This is an optimization exercise on Yosys and OpenROAD, whose aim is small area and few clock cycles, not a production implementation. At most, simulation tests tie the RTL to the original design; equivalence was not proved.

// rpn_stack_calculator_core
module rpn_stack_calculator_core
#(
  parameter int unsigned STACK_DEPTH = 16
) (
  input  logic             clk_i,
  input  logic             rst_ni,
  input  logic             s_axis_tvalid_i,
  output logic             s_axis_tready_o,
  input  logic [rpnc_pkg::DataW-1:0] s_axis_tdata_i,
  input  logic [1:0]       s_axis_tuser_i,
  output logic             m_axis_tvalid_o,
  input  logic             m_axis_tready_i,
  output logic [rpnc_pkg::DataW-1:0] m_axis_tdata_o,
  output logic [1:0]       m_axis_tuser_o,
  output logic             m_axis_tlast_o
);
Size: ~2000 cells after synthesis, roughly 520 flip-flops, roughly 75 I/O pins, about 30000 µm² of cells after synthesis.
==> flow/config.mk <==
export PLATFORM = sky130hd
export DESIGN_NAME = rpn_stack_calculator_core
export DESIGN_NICKNAME = rpn_stack_calculator_core
export VERILOG_FILES = /design/flow/design.v
export SDC_FILE = /design/flow/constraint.sdc
export NUM_CORES = 4
export LEC_CHECK = 0
export ABC_CLOCK_PERIOD_IN_PS = 8500
export CAP_MARGIN = 20
export CORE_MARGIN = 2
export CORE_UTILIZATION = 70
export SLEW_MARGIN = 20
export SYNTH_HIERARCHICAL = 1
export SYNTH_MINIMUM_KEEP_SIZE = 0
==> flow/constraint.sdc <==
create_clock -name core_clock -period 8.5 [get_ports {clk_i}]
set_input_delay 1.7000 -clock core_clock [delete_from_list [all_inputs] [get_ports {clk_i}]]
set_output_delay 1.7000 -clock core_clock [all_outputs]
set_load 0.01 [all_outputs]
standard.sh (not shown) runs the stock make flow with config.mk's settings and CLKGATE_MAP_FILE= SYNTH_SCRIPT=/design/flow/synth_recipe.tcl, a recipe that flattens the netlist after the stock synthesis.
==> flow/flow/run.sh <==
#!/bin/bash
set -o pipefail
export BUFFER_PORTS_ARGS="-buffer_cell sky130_fd_sc_hd__buf_1"
export CTS_ARGS="-sink_clustering_enable -repair_clock_nets -dont_use_dummy_load -buf_list {sky130_fd_sc_hd__clkbuf_8 sky130_fd_sc_hd__clkbuf_16} -sink_clustering_size 25 -sink_clustering_max_diameter 80"
bash standard.sh > standard.log 2>&1
The baseline went through all stages and came out clean.
Testbench counts at the start, summed over its fixed seeds: cycles 24,428.
Then changed:
CORE_UTILIZATION = 55   (was 70)
Outcome: Design area went up slightly. Wire length went up by a few percent. Count of clock-buffer cells in the layout does not change. Global-route usage went down by 6.4 points. Area after synthesis is unchanged. Die area went up by a quarter to a third. Cell count went up by a few percent.

* * *

## xenon
rpn_stack_calculator_core, a different RTL version from the one above (not shown whole).
For scale: ~75 I/O pins, roughly 0.031 mm2 of cells after synthesis.
==> flow/config.mk <==
export PLATFORM = sky130hd
export DESIGN_NAME = rpn_stack_calculator_core
export DESIGN_NICKNAME = rpn_stack_calculator_core
export VERILOG_FILES = /design/flow/design.v
export SDC_FILE = /design/flow/constraint.sdc
export NUM_CORES = 4
export LEC_CHECK = 0
export ABC_CLOCK_PERIOD_IN_PS = 8500
export CAP_MARGIN = 20
export CORE_MARGIN = 2
export CORE_UTILIZATION = 40
export SLEW_MARGIN = 20
export SYNTH_HIERARCHICAL = 1
export SYNTH_MINIMUM_KEEP_SIZE = 0
==> flow/constraint.sdc <==
create_clock -name core_clock -period 8.5 [get_ports {clk_i}]
set_input_delay 1.7000 -clock core_clock [delete_from_list [all_inputs] [get_ports {clk_i}]]
set_output_delay 1.7000 -clock core_clock [all_outputs]
set_load 0.01 [all_outputs]
run.sh (not shown) runs the stock make flow with config.mk's settings and CLKGATE_MAP_FILE= SYNTH_SCRIPT=/design/flow/synth_recipe.tcl, a recipe that flattens the netlist after the stock synthesis.
Stock flow here: none of the scripts above is used.
Testbench counts of xenon, summed over its fixed seeds: cycles 24,428.
Input-level comparison between zinc and xenon:
# xenon
export LEC_CHECK = 0
export ABC_CLOCK_PERIOD_IN_PS = 8500
export CAP_MARGIN = 20
export CORE_MARGIN = 2
export CORE_UTILIZATION = 40
export SLEW_MARGIN = 20
export SYNTH_HIERARCHICAL = 1
export SYNTH_MINIMUM_KEEP_SIZE = 0
create_clock -name core_clock -period 8.5 [get_ports {clk_i}]
# zinc
export LEC_CHECK = 0
export ABC_CLOCK_PERIOD_IN_PS = 8500
export CAP_MARGIN = 20
export CORE_MARGIN = 2
export CORE_UTILIZATION = 55
export CTS_BUF_LIST = sky130_fd_sc_hd__clkbuf_4 sky130_fd_sc_hd__clkbuf_8
export SLEW_MARGIN = 20
export SYNTH_HIERARCHICAL = 1
export SYNTH_MINIMUM_KEEP_SIZE = 0
create_clock -name core_clock -period 8.5 [get_ports {clk_i}]
### Flow results
In the metrics for zinc and xenon, the one carrying the lower initial core utilization is xenon. Comparing zinc and xenon, wire length of the first global-routing pass is higher on xenon. | HPWL after detailed placement | higher: xenon |. When zinc is set beside xenon, its register-to-register slack turns out to be 0.11 ns larger. Per the comparison of zinc with xenon, non-filler instance count after layout went down, final core area utilization rose 17 points, fraction of the mapped netlist area in adder cells was more or less identical, number of gates resized after cts did not really move. Diff xenon -> zinc: first-pass iteration count of the detailed router went down 1; total routed wirelength saw a decrease.

* * *

## cedar
rpn_stack_calculator_core, a different RTL version from the one above (not shown whole).
Size in the first run: roughly 2000 cells after synthesis, roughly 520 flip-flops, roughly 75 I/O pins.
==> flow/config.mk <==
export PLATFORM = sky130hd
export DESIGN_NAME = rpn_stack_calculator_core
export DESIGN_NICKNAME = rpn_stack_calculator_core
export VERILOG_FILES = /design/flow/design.v
export SDC_FILE = /design/flow/constraint.sdc
export NUM_CORES = 4
export LEC_CHECK = 0
export ABC_CLOCK_PERIOD_IN_PS = 8500
export CAP_MARGIN = 20
export CORE_MARGIN = 2
export CORE_UTILIZATION = 70
export GPL_TIMING_DRIVEN = 0
export SLEW_MARGIN = 20
export SYNTH_HIERARCHICAL = 1
export SYNTH_MINIMUM_KEEP_SIZE = 0
==> flow/constraint.sdc <==
create_clock -name core_clock -period 8.5 [get_ports {clk_i}]
set_input_delay 1.7000 -clock core_clock [delete_from_list [all_inputs] [get_ports {clk_i}]]
set_output_delay 1.7000 -clock core_clock [all_outputs]
set_load 0.01 [all_outputs]
standard.sh (not shown) runs the stock make flow with config.mk's settings and CLKGATE_MAP_FILE= SYNTH_SCRIPT=/design/flow/synth_recipe.tcl, a recipe that flattens the netlist after the stock synthesis.
Scripts as last shown in full above: flow/flow/run.sh
cedar finished every stage and its layout cleared the timing, design-rule and antenna checks.
Changes in violet relative to cedar:
Settings: clearing GPL_TIMING_DRIVEN, which used to be 0.
Notes after the runs:
Looking at the reports, violet completed the entire flow and the layout it produced met the timing, design-rule and antenna checks. Compared with cedar, violet shows a worst slack on hold paths that is 0.0059 ns lower. Total number of multi-input combinational cells: violet vs cedar identical. In the metrics for cedar and violet, the one carrying the lower worst-path maximum fanout is violet. Global-route usage for violet is lower than for cedar. On instance area at placement: between cedar and violet, it ends up higher for cedar. cedar → violet: worst path buffer plus inverter count moved down. Compared to cedar, violet reaches a higher achievable clock. On area of all sequential standard cells, cedar and violet are basically level.
#### Input delta (sierra over violet)
Settings: CAP_MARGIN now 5, was 20; SLEW_MARGIN now 5, was 20.
Notes after the runs:
- Looking at first-iteration DRC count, sierra sits about 5% below violet.
- Of sierra and violet, violet shows the higher non-clock buffer count in the final layout, with sierra below it.
- From sierra to violet, mean instance size in the synthesized netlist did not move at all.
No functional check of the RTL was part of any run of this note.

* * *

Another version of the RTL of rpn_stack_calculator_core (not shown whole).
For scale: about 520 flip-flops, roughly 30000 um^2 of cells after synthesis.
export LEC_CHECK = 0
export ABC_CLOCK_PERIOD_IN_PS = 8500
export CAP_MARGIN = 5
export CORE_MARGIN = 2
export CORE_UTILIZATION = 70
export SLEW_MARGIN = 5
export SYNTH_HIERARCHICAL = 1
export SYNTH_MINIMUM_KEEP_SIZE = 0
create_clock -name core_clock -period 8.5 [get_ports {clk_i}]
==> flow/flow/run.sh <==
#!/bin/bash
set -o pipefail
export BUFFER_PORTS_ARGS="-buffer_cell sky130_fd_sc_hd__buf_1"
export CTS_ARGS="-sink_clustering_enable -repair_clock_nets -dont_use_dummy_load -buf_list {sky130_fd_sc_hd__clkbuf_8} -sink_clustering_size 16 -sink_clustering_max_diameter 100"
bash standard.sh > standard.log 2>&1
The baseline went through all stages and came out clean.
Testbench counts at the start, summed over its fixed seeds: cycles 24,428.
Then changed:
==> flow/flow/run.sh (replaced) <==
#!/bin/bash
set -o pipefail
export BUFFER_PORTS_ARGS="-buffer_cell sky130_fd_sc_hd__buf_1"
export CTS_ARGS="-sink_clustering_enable -repair_clock_nets -dont_use_dummy_load -buf_list {sky130_fd_sc_hd__clkbuf_8 sky130_fd_sc_hd__clkbuf_16} -sink_clustering_size 25 -sink_clustering_max_diameter 80"
bash standard.sh > standard.log 2>&1
- CAP_MARGIN: 5 -> 20
- SLEW_MARGIN: 5 -> 20
Effect:
- sequential cell count stays the same
- wire length came out higher by 0.33%
- first-iteration DRC count rose by about 6%
- synthesized area is unchanged

==> port drivers added, routing unchanged <==
The results above use ideal ports. As a check the final layouts listed here were re-extracted and re-timed, cells and wires unchanged. Step 1 assumes that a clkbuf_16 drives the clock port and a buf_2 every other input. Step 2 also shifts input and output timing later by t, the mid clock arrival at the registers, as if the neighbouring blocks saw the same clock. a / b / c = ideal / step 1 / step 2; a / b = the first two.
run | t (ns) | setup slack, ns | worst hold slack (ns) | slew at the worst register clock pin (ns)
the first run of note 1 | 0.627 | 0.306 / 0.306 / 0.056 | 0.588 / 0.588 / 0.588 | 0.09 / 0.09
the second run of note 1 | 0.656 | 0.360 / 0.360 / 0.110 | 0.582 / 0.582 / 0.582 | 0.10 / 0.10
xenon | 0.682 | 0.732 / 0.770 / 0.088 | 0.585 / 0.585 / 0.585 | 0.07 / 0.07
zinc | 0.725 | 0.685 / 0.725 / 0.000 | 0.601 / 0.601 / 0.601 | 0.06 / 0.06
cedar | 0.643 | 0.229 / 0.260 / -0.384 | 0.606 / 0.606 / 0.606 | 0.10 / 0.10
violet | 0.639 | 0.292 / 0.292 / -0.073 | 0.600 / 0.600 / 0.600 | 0.10 / 0.10
sierra | 0.638 | 0.292 / 0.292 / -0.037 | 0.592 / 0.592 / 0.592 | 0.09 / 0.09
the first run of note 4 | 0.659 | 0.279 / 0.279 / -0.027 | 0.584 / 0.584 / 0.584 | 0.12 / 0.12
the second run of note 4 | 0.645 | 0.287 / 0.287 / -0.129 | 0.595 / 0.595 / 0.595 | 0.10 / 0.10
Met with ideal ports but missed after step 2: setup timing in 5 of these runs. The setup slack of zinc, which loses most, moves by +0.040 ns with the drivers and by -0.685 ns with both steps.
